From an optimization exercise on the open Yosys and OpenROAD flow, aimed at small area and a short achievable clock period; shortcuts taken in it are not production practice. The RTL was checked by simulation tests, not by an equivalence proof against the original design. The flow treats the clock pin as an ideal source, which a real chip does not have. Power is estimated from default activity; no workload was simulated.

==> run P: inputs <==
Design l1_merge_write_buffer, start of the top module:
module l1_merge_write_buffer
#(
    parameter  int DATA_W    = 32,
    parameter  int ADDR_W    = 32,
    parameter  int DEPTH     = 8,
    parameter  int WORDS     = 4,
    parameter  int DRAIN_THR = DEPTH / 2,
    parameter  int AGE_MAX   = 64,
    localparam int BE_W      = DATA_W / 8,
    localparam int OFF_W     = $clog2(WORDS * BE_W),
    localparam int TAG_W     = ADDR_W - OFF_W,
    localparam int CNT_W     = $clog2(DEPTH) + 1
) (
    input  logic                    clk_l1,
    input  logic                    rst_n,
    input  logic                    st_valid_i,
    output logic                    st_ready_o,
    input  logic [ADDR_W-1:0]       st_addr_i,
    input  logic [DATA_W-1:0]       st_data_i,
    input  logic [BE_W-1:0]         st_be_i,
    input  logic [ADDR_W-1:0]       ld_addr_i,
    output logic [DATA_W-1:0]       ld_fwd_data_o,
    output logic [BE_W-1:0]         ld_fwd_be_o,
    output logic                    ld_fwd_full_o,
    output logic                    dr_valid_o,
    input  logic                    dr_ready_i,
    output logic [TAG_W-1:0]        dr_tag_o,
    output logic [WORDS*DATA_W-1:0] dr_data_o,
    output logic [WORDS*BE_W-1:0]   dr_be_o,
    input  logic                    flush_i,
    output logic                    flush_done_o,
    output logic                    full_o,
    output logic                    empty_o,
    output logic [CNT_W-1:0]        count_o
);
clock: 10.0 ns
lec_check: 0
cap_margin: 20
core_margin: 2
core_utilization: 50
place_density: 0.75
setup_slack_margin: 4.3
slew_margin: 20
synth_hierarchical: 1
standard.sh (not shown) runs the stock make flow with config.mk's settings and CLKGATE_MAP_FILE= SYNTH_SCRIPT=/design/flow/synth_recipe.tcl, a recipe that flattens the netlist after the stock synthesis.
==> flow/flow/run.sh <==
#!/bin/bash
# The standard layout with two changes: the port buffers are buf_2 cells instead of the
# default pick, and clock tree synthesis inserts no dummy loads.
set -euo pipefail
cd "$(dirname "$0")/.."
export BUFFER_PORTS_ARGS="-buffer_cell sky130_fd_sc_hd__buf_2"
export CTS_ARGS="-sink_clustering_enable -repair_clock_nets -sink_clustering_size 20 -sink_clustering_max_diameter 80 -buf_list sky130_fd_sc_hd__clkbuf_16 -dont_use_dummy_load"
bash standard.sh finish > orfs_flow.log 2>&1
==> run E: changes against run P <==
==> flow/design.v (replaced) <==
package l1wb_pkg;
    typedef enum logic {IDLE, PRESENT} drain_state_t;
    function automatic int clog2_min1(input int n);
        clog2_min1 = (n > 1) ? $clog2(n) : 1;
    endfunction
endpackage
module l1wb_fwd_sel
#(
    parameter int DATA_W = 32,
    parameter int WORDS  = 4,
    parameter int DEPTH  = 8
) (
    input  logic [DEPTH-1:0]                         head_i,    
    input  logic [DEPTH-1:0]                         match_i,   
    input  logic [WORDS-1:0]                         word_i,    
    input  logic [DEPTH-1:0][WORDS*DATA_W-1:0]       data_i,
    input  logic [DEPTH-1:0][WORDS*(DATA_W/8)-1:0]   be_i,
    output logic [DATA_W-1:0]                        data_o,
    output logic [DATA_W/8-1:0]                      be_o
);
    localparam int BE_W = DATA_W / 8;
    for (genvar b = 0; b < BE_W; b++) begin : g_byte
        logic [DEPTH*WORDS-1:0] e, e_head, sel;
        logic                   nh;
        for (genvar i = 0; i < DEPTH; i++) begin : g_ent
            for (genvar w = 0; w < WORDS; w++) begin : g_word
                assign e[i*WORDS + w]      = match_i[i] & word_i[w] & be_i[i][w*BE_W + b];
                assign e_head[i*WORDS + w] = head_i[i];
            end
        end
        assign nh       = |(e & ~e_head);
        assign be_o[b]  = |e;
        assign sel      = e & ~(e_head & {DEPTH*WORDS{nh}});
        always_comb begin
            data_o[b*8 +: 8] = '0;
            for (int i = 0; i < DEPTH; i++)
                for (int w = 0; w < WORDS; w++)
                    data_o[b*8 +: 8] = data_o[b*8 +: 8] |
                        ({8{sel[i*WORDS + w]}} & data_i[i][w*DATA_W + b*8 +: 8]);
        end
    end
endmodule
module l1_merge_write_buffer
#(
    parameter  int DATA_W    = 32,
    parameter  int ADDR_W    = 32,
    parameter  int DEPTH     = 8,
    parameter  int WORDS     = 4,
    parameter  int DRAIN_THR = DEPTH / 2,
    parameter  int AGE_MAX   = 64,
    localparam int BE_W      = DATA_W / 8,
    localparam int OFF_W     = $clog2(WORDS * BE_W),
    localparam int TAG_W     = ADDR_W - OFF_W,
    localparam int CNT_W     = $clog2(DEPTH) + 1
) (
    input  logic                    clk_l1,
    input  logic                    rst_n,
    input  logic                    st_valid_i,
    output logic                    st_ready_o,
    input  logic [ADDR_W-1:0]       st_addr_i,
    input  logic [DATA_W-1:0]       st_data_i,
    input  logic [BE_W-1:0]         st_be_i,
    input  logic [ADDR_W-1:0]       ld_addr_i,
    output logic [DATA_W-1:0]       ld_fwd_data_o,
    output logic [BE_W-1:0]         ld_fwd_be_o,
    output logic                    ld_fwd_full_o,
    output logic                    dr_valid_o,
    input  logic                    dr_ready_i,
    output logic [TAG_W-1:0]        dr_tag_o,
    output logic [WORDS*DATA_W-1:0] dr_data_o,
    output logic [WORDS*BE_W-1:0]   dr_be_o,
    input  logic                    flush_i,
    output logic                    flush_done_o,
    output logic                    full_o,
    output logic                    empty_o,
    output logic [CNT_W-1:0]        count_o
);
    localparam int WSEL_W = l1wb_pkg::clog2_min1(WORDS);
    localparam int BSEL_W = $clog2(BE_W);
    localparam int AGE_W  = l1wb_pkg::clog2_min1(AGE_MAX + 1);
    logic [DEPTH-1:0]                   vld_q;
    logic [DEPTH-1:0][TAG_W-1:0]        tag_q;
    logic [DEPTH-1:0][WORDS*DATA_W-1:0] data_q;
    logic [DEPTH-1:0][WORDS*BE_W-1:0]   be_q;
    logic [DEPTH-1:0]  w_oh_q, r_oh_q;
    logic [CNT_W-1:0]  count_q;
    logic [AGE_W-1:0]  age_q;
    logic              flush_pend_q;
    l1wb_pkg::drain_state_t state_q;
    logic [DATA_W-1:0] ld_fwd_data_q, fwd_data;
    logic [BE_W-1:0]   ld_fwd_be_q, fwd_be;
    logic [TAG_W-1:0]  st_tag, ld_tag;
    logic [WORDS-1:0]  st_wd, ld_wd;
    logic [DEPTH-1:0]  dsel, lock, st_match, ld_match, wr_free, wr_merge;
    logic              presenting, full, empty, merge_hit, st_acc, alloc, pop, drain_go;
    logic              rdy_free_q;
    logic [DEPTH-1:0]  rdy_cand_q, rdy_hit;
    logic [DEPTH-1:0]  vld_d, r_oh_d;
    logic [CNT_W-1:0]  count_d;
    logic              flush_pend_d, presenting_d;
    assign st_tag = st_addr_i[ADDR_W-1:OFF_W];
    assign ld_tag = ld_addr_i[ADDR_W-1:OFF_W];
    assign st_wd  = WORDS'(1) << st_addr_i[OFF_W-1:BSEL_W];
    assign ld_wd  = WORDS'(1) << ld_addr_i[OFF_W-1:BSEL_W];
    assign presenting = (state_q == l1wb_pkg::PRESENT);
    assign full       = (count_q == CNT_W'(DEPTH));
    assign empty      = (count_q == '0);
    assign dsel = presenting ? r_oh_q : '0;
    assign lock = dsel;
    always_comb
        for (int i = 0; i < DEPTH; i++)
            st_match[i] = vld_q[i] && !lock[i] && (tag_q[i] == st_tag);
    assign merge_hit = |st_match;
    always_comb
        for (int i = 0; i < DEPTH; i++)
            ld_match[i] = vld_q[i] && (tag_q[i] == ld_tag);
    l1wb_fwd_sel #(.DATA_W(DATA_W), .WORDS(WORDS), .DEPTH(DEPTH)) u_fwd (
        .head_i  (r_oh_q),
        .match_i (ld_match),
        .word_i  (ld_wd),
        .data_i  (data_q),
        .be_i    (be_q),
        .data_o  (fwd_data),
        .be_o    (fwd_be)
    );
    assign full_o       = full;
    assign empty_o      = empty;
    assign count_o      = count_q;
    always_comb
        for (int i = 0; i < DEPTH; i++)
            rdy_hit[i] = rdy_cand_q[i] && (tag_q[i] == st_tag);
    assign st_ready_o   = rdy_free_q || (|rdy_hit);
    assign st_acc       = st_valid_i && !flush_pend_q && (!full || merge_hit);
    assign alloc        = st_acc && !merge_hit;
    assign pop          = presenting && dr_ready_i;
    assign flush_done_o = flush_pend_q && empty;
    assign drain_go     = !empty && (count_q >= CNT_W'(DRAIN_THR) || flush_pend_q ||
                          (AGE_MAX != 0 && age_q == AGE_W'(AGE_MAX)));
    assign wr_free  = full ? '0 : w_oh_q;
    assign wr_merge = (st_valid_i && !flush_pend_q) ? st_match : '0;
    assign ld_fwd_data_o = ld_fwd_data_q;
    assign ld_fwd_be_o   = ld_fwd_be_q;
    assign vld_d = (vld_q & ~(pop ? r_oh_q : '0)) | (alloc ? w_oh_q : '0);
    assign r_oh_d = pop ? {r_oh_q[DEPTH-2:0], r_oh_q[DEPTH-1]} : r_oh_q;
    always_comb
        case ({alloc, pop})
            2'b10:   count_d = count_q + 1'b1;
            2'b01:   count_d = count_q - 1'b1;
            default: count_d = count_q;
        endcase
    assign flush_pend_d = flush_i || (flush_pend_q && !empty);
    assign presenting_d = presenting ? !dr_ready_i : drain_go;
    always_ff @(posedge clk_l1 or negedge rst_n) begin
        if (!rst_n) begin
            vld_q         <= '0;
            w_oh_q        <= DEPTH'(1);
            r_oh_q        <= DEPTH'(1);
            count_q       <= '0;
            age_q         <= '0;
            flush_pend_q  <= 1'b0;
            state_q       <= l1wb_pkg::IDLE;
            rdy_free_q    <= 1'b1;
            rdy_cand_q    <= '0;
            ld_fwd_data_q <= '0;
            ld_fwd_be_q   <= '0;
            ld_fwd_full_o <= 1'b0;
        end else begin
            vld_q <= vld_d;
            if (alloc) w_oh_q <= {w_oh_q[DEPTH-2:0], w_oh_q[DEPTH-1]};
            r_oh_q  <= r_oh_d;
            count_q <= count_d;
            if (pop)
                age_q <= '0;
            else if (!presenting && !empty && age_q != AGE_W'(AGE_MAX))
                age_q <= age_q + 1'b1;
            flush_pend_q <= flush_pend_d;
            state_q      <= presenting_d ? l1wb_pkg::PRESENT : l1wb_pkg::IDLE;
            rdy_free_q   <= !flush_pend_d && (count_d != CNT_W'(DEPTH));
            rdy_cand_q   <= (!flush_pend_d && (count_d == CNT_W'(DEPTH))) ?
                            (vld_d & ~(presenting_d ? r_oh_d : '0)) : '0;
            ld_fwd_data_q <= fwd_data;
            ld_fwd_be_q   <= fwd_be;
            ld_fwd_full_o <= &fwd_be;
        end
    end
    always_ff @(posedge clk_l1) begin
        for (int i = 0; i < DEPTH; i++) begin
            if (wr_free[i]) tag_q[i] <= st_tag;
            for (int w = 0; w < WORDS; w++)
                for (int b = 0; b < BE_W; b++) begin
                    if (wr_free[i]) begin
                        data_q[i][w*DATA_W + b*8 +: 8] <= st_data_i[b*8 +: 8];
                        be_q[i][w*BE_W + b]            <= st_wd[w] && st_be_i[b];
                    end else if (wr_merge[i] && st_wd[w] && st_be_i[b]) begin
                        data_q[i][w*DATA_W + b*8 +: 8] <= st_data_i[b*8 +: 8];
                        be_q[i][w*BE_W + b]            <= 1'b1;
                    end
                end
        end
    end
    always_comb begin
        dr_valid_o = presenting;
        dr_tag_o   = '0;
        dr_data_o  = '0;
        dr_be_o    = '0;
        for (int i = 0; i < DEPTH; i++) begin
            dr_tag_o  = dr_tag_o  | (dsel[i] ? tag_q[i]  : '0);
            dr_data_o = dr_data_o | (dsel[i] ? data_q[i] : '0);
            dr_be_o   = dr_be_o   | (dsel[i] ? be_q[i]   : '0);
        end
    end
endmodule
==> flow/run.sh (new file) <==
#!/bin/bash
# synth_recipe.tcl (not shown) runs the flow's synth.tcl, then flattens the netlist and writes it again
# the make line also repeats each setting of config.mk as NAME=value (left out here)
make -C /OpenROAD-flow-scripts/flow DESIGN_CONFIG=/design/flow/config.mk WORK_HOME=/design/flow/orfs CLKGATE_MAP_FILE= SYNTH_SCRIPT=/design/flow/synth_recipe.tcl finish
Settings changed: CORE_UTILIZATION 50 to 45, CTS_BUF_LIST set to sky130_fd_sc_hd__clkbuf_16, CTS_CLUSTER_DIAMETER set to 100, CTS_CLUSTER_SIZE set to 25, PLACE_DENSITY 0.75 to unset.
removed: flow/flow/run.sh
removed: flow/standard.sh
==> run H: changes against run P <==
==> flow/flow/run.sh (replaced) <==
#!/bin/bash
# The standard layout with three changes: the port buffers are buf_2 cells instead of the
# default pick, clock tree synthesis inserts no dummy loads, and after clock tree synthesis
# more setup repair runs that may change cell footprints (flow/post_cts.tcl).
set -euo pipefail
cd "$(dirname "$0")/.."
export BUFFER_PORTS_ARGS="-buffer_cell sky130_fd_sc_hd__buf_2"
export CTS_ARGS="-sink_clustering_enable -repair_clock_nets -sink_clustering_size 28 -sink_clustering_max_diameter 80 -buf_list sky130_fd_sc_hd__clkbuf_16 -dont_use_dummy_load"
export POST_CTS_TCL="$(pwd)/flow/post_cts.tcl"
bash standard.sh finish > orfs_flow.log 2>&1
==> flow/flow/post_cts.tcl (new file) <==
# Extra setup repair after clock tree synthesis, free to change cell footprints. The load
# address inputs and drain outputs are first repaired against tighter I/O delays, then the
# constraint's own delays are restored and the whole design is repaired again.
set_input_delay 2.4 -clock core_clock [get_ports {ld_addr_i[*]}]
set_output_delay 2.3 -clock core_clock [get_ports {dr_data_o[*] dr_be_o[*] dr_tag_o[*]}]
log_cmd repair_timing -setup -setup_margin 4.6 -repair_tns 100 -verbose
set_input_delay 2.0 -clock core_clock [get_ports {ld_addr_i[*]}]
set_output_delay 2.0 -clock core_clock [get_ports {dr_data_o[*] dr_be_o[*] dr_tag_o[*]}]
log_cmd repair_timing -setup -setup_margin 4.6 -repair_tns 100 -verbose
log_cmd detailed_placement
check_placement -verbose
==> run F: changes against run P <==
==> flow/flow/run.sh (replaced) <==
#!/bin/bash
# The standard layout with three changes: the port buffers are buf_2 cells instead of the
# default pick, clock tree synthesis inserts no dummy loads, and after clock tree synthesis
# more setup repair runs that may change cell footprints (flow/post_cts.tcl).
set -euo pipefail
cd "$(dirname "$0")/.."
export BUFFER_PORTS_ARGS="-buffer_cell sky130_fd_sc_hd__buf_2"
export CTS_ARGS="-sink_clustering_enable -repair_clock_nets -sink_clustering_size 20 -sink_clustering_max_diameter 80 -buf_list sky130_fd_sc_hd__clkbuf_16 -dont_use_dummy_load"
export POST_CTS_TCL="$(pwd)/flow/post_cts.tcl"
bash standard.sh finish > orfs_flow.log 2>&1
==> flow/flow/post_cts.tcl (new file) <==
# Extra setup repair after clock tree synthesis, free to change cell footprints. The load
# address inputs and drain outputs are first repaired against tighter I/O delays, then the
# constraint's own delays are restored and the whole design is repaired again.
set_input_delay 2.4 -clock core_clock [get_ports {ld_addr_i[*]}]
set_output_delay 2.3 -clock core_clock [get_ports {dr_data_o[*] dr_be_o[*] dr_tag_o[*]}]
log_cmd repair_timing -setup -setup_margin 4.6 -repair_tns 100 -verbose
set_input_delay 2.0 -clock core_clock [get_ports {ld_addr_i[*]}]
set_output_delay 2.0 -clock core_clock [get_ports {dr_data_o[*] dr_be_o[*] dr_tag_o[*]}]
log_cmd repair_timing -setup -setup_margin 4.6 -repair_tns 100 -verbose
log_cmd detailed_placement
check_placement -verbose
==> metrics.md <==
| Metric | Value |
|---|---|
| Area Overhead vs Synth | 7.48% |
| H-tree depth | 3 |
| Result of the run | timing/DRC/antenna clean |
| Fraction of power consumed by combinational cells | approximately 4% |
| Clock insertion delay at the later pin of the skew report | ~0.77 ns |
[end of results for run P]
==> metrics.md <==
| Metric | Value |
|---|---|
| Result of the run | timing/DRC/antenna clean |
| Static Leak | roughly 26 nW |
| Critical Path Sink Type | register |
| WP data required | approximately 11 ns |
| Fraction of power consumed by combinational cells | 4.1% |
| Startpoint type of the worst setup path | input pin |
| Average size of a mapped cell | ~13 µm² |
| Async set or reset register ratio after synthesis | between 6 and 7% |
| Clock insertion delay at the later pin of the skew report | roughly 0.8 ns |
[end of results for run F]
==> metrics.md <==
| Metric | Value |
|---|---|
| Result of the run | timing/DRC/antenna clean |
| Clock insertion delay at the later pin of the skew report | slightly below 0.8 ns |
| Register share of the cell area | 59.6% |
| N_diodes | 36 |
| Fraction of power consumed by combinational cells | approximately 4.2% |
| Nonclk inv count | 12 |
| Flip-flop cell with the highest count after synthesis | sky130_fd_sc_hd__edfxtp_1 |
[end of results for run H]
==> metrics.md <==
| Metric | Value |
|---|---|
| Area Overhead vs Synth | 13.0% |
| H-tree depth | 3 |
| Result of the run | timing/DRC/antenna clean |
| Design internal power | 11.6 mW |
| Grt ovf | 0 |
| Clock insertion delay at the later pin of the skew report | about 0.76 ns |
| Fraction of power consumed by combinational cells | between 20% and 30% |
| Fraction of met2 tracks used by global routing | 54.6% |
| Power group with the largest share | registers |
| Detail-routed net length per standard cell | ~42 µm |
| Largest registers | data_q (1024), tag_q (224), be_q (128) |
[end of results for run E]

[what the ideal ports hide]
No port has a modelled driver above. Below, the same layouts with a new extraction and two added sets of constraints. Step 1: set_driving_cell puts a clkbuf_16 on clk_l1 and a buf_2 on each other input, an assumption about the parent block. Step 2 moves the port delays by t, midway between the first and last clock arrival at a register: inputs arrive t later, outputs are due t later. That takes back most of the time a late clock gives input paths. a / b / c = ideal ports / drivers / drivers and shift; a / b = the first two.
| run | t (ns) | slack for setup (ns) | hold WS [ns] | worst setup path at the end | cell pins on the clock port's net |
|---|---|---|---|---|---|
| run P | 0.793 | 4.186 / 4.180 / 3.387 | 0.517 / 0.517 / 0.517 | input to register | 1 |
| run E | 0.815 | 3.870 / 3.852 / 3.473 | 0.544 / 0.544 / 0.544 | input to register | 1 |
| run H | 0.793 | 4.449 / 4.406 / 3.674 | 0.516 / 0.516 / 0.516 | input to register | 1 |
| run F | 0.810 | 4.463 / 4.418 / 3.663 | 0.516 / 0.516 / 0.516 | input to register | 1 |
After both steps every run listed still meets setup and hold. The setup slack of run F, which loses most, moves by -0.045 ns with the drivers and by -0.800 ns with both steps.
